This design comes from an exercise in tuning for a short achievable clock period and few clock cycles on the open sky130 flow, not from production work. Where RTL was checked, it was by simulation tests only, not by an equivalence proof against the original.

== PW ==
Design icache_nway_lru, start of the top module:
module icache_nway_lru #(
   parameter int ADDR_W = 32,
   parameter int WAYS   = 4,
   parameter int SETS   = 4,
   parameter int WPL    = 2,
   parameter int TDUP   = 4
) (
   input  logic                clk,
   input  logic                reset,
   input  logic                proc_req,
   input  logic [ADDR_W-1:0]   address_from_proc,
   input  logic                flush,
   output logic [31:0]         data_to_proc,
   output logic                proc_resp_valid,
   output logic                hit_miss,
   output logic                busy,
   output logic                ram_req,
   output logic [ADDR_W-1:0]   address_to_ram,
   input  logic [32*WPL-1:0]   data_from_ram,
   input  logic                ram_access_done
);
For scale: ~4800 cells after synthesis, ~2100 flip-flops.
==> flow/config.mk <==
export PLATFORM = sky130hd
export DESIGN_NAME = icache_nway_lru
export DESIGN_NICKNAME = icache_nway_lru
export VERILOG_FILES = /design/flow/design.v
export SDC_FILE = /design/flow/constraint.sdc
export NUM_CORES = 8
export LEC_CHECK = 0
export ABC_CLOCK_PERIOD_IN_PS = 2000
export CAP_MARGIN = 20
export CORE_MARGIN = 2
export CORE_UTILIZATION = 40
export SETUP_SLACK_MARGIN = 5
export SLEW_MARGIN = 20
==> flow/constraint.sdc <==
create_clock -name core_clock -period 8.5 [get_ports {clk}]
set_input_delay 1.7000 -clock core_clock [delete_from_list [all_inputs] [get_ports {clk}]]
set_output_delay 1.7000 -clock core_clock [all_outputs]
set_load 0.01 [all_outputs]
standard.sh (not shown) runs the stock make flow with config.mk's settings and CLKGATE_MAP_FILE= SYNTH_SCRIPT=/design/flow/synth_recipe.tcl, a recipe that flattens the netlist after the stock synthesis.
==> flow/flow/run.sh <==
#!/bin/bash
# Standard layout, with timing repair aiming further below the clock period.
set -euo pipefail
bash standard.sh SETUP_SLACK_MARGIN=6 finish > orfs_make.log 2>&1
Testbench counts of PW, summed over its fixed seeds: cycles 44,675.
What MS does differently from PW at the input level:
--- a/flow/design.v
+++ b/flow/design.v
@@ -1,12 +1,11 @@
 module icache_nway_lru #(
    parameter int ADDR_W = 32,
    parameter int WAYS   = 4,
    parameter int SETS   = 4,
-   parameter int WPL    = 2,
-   parameter int TDUP   = 4
+   parameter int WPL    = 2
 ) (
    input  logic                clk,
    input  logic                reset,
    input  logic                proc_req,
    input  logic [ADDR_W-1:0]   address_from_proc,
    input  logic                flush,
@@ -23,23 +22,16 @@
    localparam int OFF    = WSEL_W + 2;
    localparam int IDX_W  = $clog2(SETS);
    localparam int TAG_W  = ADDR_W - OFF - IDX_W;
    localparam int NPAIR  = WAYS * (WAYS - 1) / 2;
    localparam int HALF   = WAYS / 2;    
    logic [SETS-1:0][WAYS-1:0]                  valid_q;
-   logic [TDUP-1:0][SETS-1:0][WAYS-1:0][TAG_W-1:0] tag_q;
+   logic [SETS-1:0][WAYS-1:0][TAG_W-1:0]       tag_q;
    logic [SETS-1:0][WAYS-1:0][WPL-1:0][31:0]   line_q;
    logic [SETS-1:0][NPAIR-1:0]                 ord_q;
    logic [SETS-1:0][WAYS-1:0]                  vic_q;
-   logic [TDUP-1:0][TAG_W-1:0] tag_mask;
-   for (genvar gk = 0; gk < TDUP; gk++) begin : g_tag_mask_k
-      for (genvar gb = 0; gb < TAG_W; gb++) begin : g_tag_mask_b
-         assign tag_mask[gk][gb] = (gk == 1) || (gk == 2 && gb % 2 == 0) ||
-                                   (gk == 3 && gb % 2 == 1);
-      end
-   end
    logic [ADDR_W-1:OFF]     addr_q;       
    logic [TAG_W-1:0]        req_tag_q;    
    logic [SETS-1:0]         req_set_q;    
    logic [WSEL_W-1:0]       req_word_q;
    logic [SETS-1:0][WAYS-1:0] hit_line_q;  
    logic                    req_a_q;      
@@ -71,38 +63,32 @@
    assign accept  = proc_req && !refill;
    assign lookup  = accept && !flush;
    always_comb begin
       for (int s = 0; s < SETS; s++)
          in_set[s] = (in_idx == IDX_W'(s));
    end
-   logic [TDUP-1:0][SETS-1:0][WAYS-1:0] line_hit_k;
-   always_comb begin
-      for (int k = 0; k < TDUP; k++)
-         for (int s = 0; s < SETS; s++)
-            for (int w = 0; w < WAYS; w++)
-               line_hit_k[k][s][w] = lookup && in_set[s] && valid_q[s][w] &&
-                                     ((tag_q[k][s][w] ^ tag_mask[k]) == in_tag);
-   end
-   assign line_hit = line_hit_k[0];
+   always_comb begin
+      for (int s = 0; s < SETS; s++)
+         for (int w = 0; w < WAYS; w++)
+            line_hit[s][w] = lookup && in_set[s] && valid_q[s][w] &&
+                             (tag_q[s][w] == in_tag);
+   end
    always_comb begin
       hit_a  = 1'b0;
       hit_b  = 1'b0;
       word_a = '0;
       word_b = '0;
       for (int s = 0; s < SETS; s++)
          for (int w = 0; w < WAYS; w++)
-            for (int b = 0; b < 32; b++)
-               if (w < HALF) begin
-                  if (b == 0) hit_a = hit_a || line_hit_k[0][s][w];
-                  word_a[b] = word_a[b] ||
-                              (line_hit_k[b * TDUP / 32][s][w] && line_q[s][w][in_word][b]);
-               end else begin
-                  if (b == 0) hit_b = hit_b || line_hit_k[TDUP-1][s][w];
-                  word_b[b] = word_b[b] ||
-                              (line_hit_k[b * TDUP / 32][s][w] && line_q[s][w][in_word][b]);
-               end
+            if (w < HALF) begin
+               hit_a  = hit_a || line_hit[s][w];
+               word_a = word_a | ({32{line_hit[s][w]}} & line_q[s][w][in_word]);
+            end else begin
+               hit_b  = hit_b || line_hit[s][w];
+               word_b = word_b | ({32{line_hit[s][w]}} & line_q[s][w][in_word]);
+            end
    end
    logic              done;
    logic              upd;        
    logic [WAYS-1:0]   hit_way;    
    logic [WAYS-1:0]   cur_valid;
    logic [NPAIR-1:0]  cur_ord;
@@ -215,14 +201,13 @@
       end
    end
    always_ff @(posedge clk) begin
       for (int s = 0; s < SETS; s++)
          for (int w = 0; w < WAYS; w++)
             if (reset && done && req_set_q[s] && vic_q[s][w]) begin
-               for (int k = 0; k < TDUP; k++)
-                  tag_q[k][s][w] <= req_tag_q ^ tag_mask[k];
+               tag_q[s][w]  <= req_tag_q;
                line_q[s][w] <= data_from_ram;
             end
    end
    assign data_to_proc    = ~(word_a_n_q & word_b_n_q);
    assign proc_resp_valid = resp;
    assign hit_miss        = hit_miss_q;
- When MS is measured against PW, its non-clock buffer total of the final layout turns out 26% higher.
- As far as number of ports placed on the die boundary goes, PW and MS are indistinguishable; the numbers are identical.
- MS ended up with multiplexers as its largest family of logic cells by synthesized area; PW ended up with XOR/XNOR gates.
- Diff MS and PW: timing-limited maximum frequency lower in MS
- Number of cells traversed by the worst register-to-register path (lower): MS
- Higher sink count of the clock tree among MS and PW: PW
- Of MS and PW, the run reporting the higher half-perimeter wire length of the detailed placement result was PW.
- NOTE: number of logic inverters in the finished layout in MS falls short of that of PW
- MS ends up with a area fraction in and, or, nand and nor cells after synthesis that is 1.7 points higher than in PW.
- Sum of met2 wire segment lengths after detailed routing on MS is down relative to PW.
- MS vs PW, wire length after detailed routing went up by 21 mm.
The RTL of MS was laid out without a check of its function.

port drivers added, routing unchanged:
The results above use ideal ports. As a check the final layouts listed here were re-extracted and re-timed, cells and wires unchanged. Step 1 (the two cells are an assumption about what drives the block):
set clk [get_ports {clk}]
set_driving_cell -lib_cell sky130_fd_sc_hd__clkbuf_16 $clk
set_driving_cell -lib_cell sky130_fd_sc_hd__buf_2 [delete_from_list [all_inputs] $clk]
Step 2 adds t to the input delays and takes it off the output delays; t is the mean of the earliest and latest rising clock arrival at the registers after step 1. Input paths then give back, and output paths get back, about the clock's delay inside the block. Three values: ideal ports, drivers, drivers and shift; two values: the first two.
run	t (ns)	setup WS [ns]	hold slack, ns	worst register clock-pin slew, ns	worst slew at a driven data input, ns
PW	0.942	5.273 / 5.185 / 4.525	0.459 / 0.459 / 0.459	0.07 / 0.07	0.24
MS	0.913	5.227 / 5.145 / 4.373	0.455 / 0.455 / 0.455	0.07 / 0.07	0.09
After both steps setup and hold are still met in every run listed. For MS, which loses most, drivers alone change the setup slack by -0.082 ns; drivers and shift together by -0.854 ns.
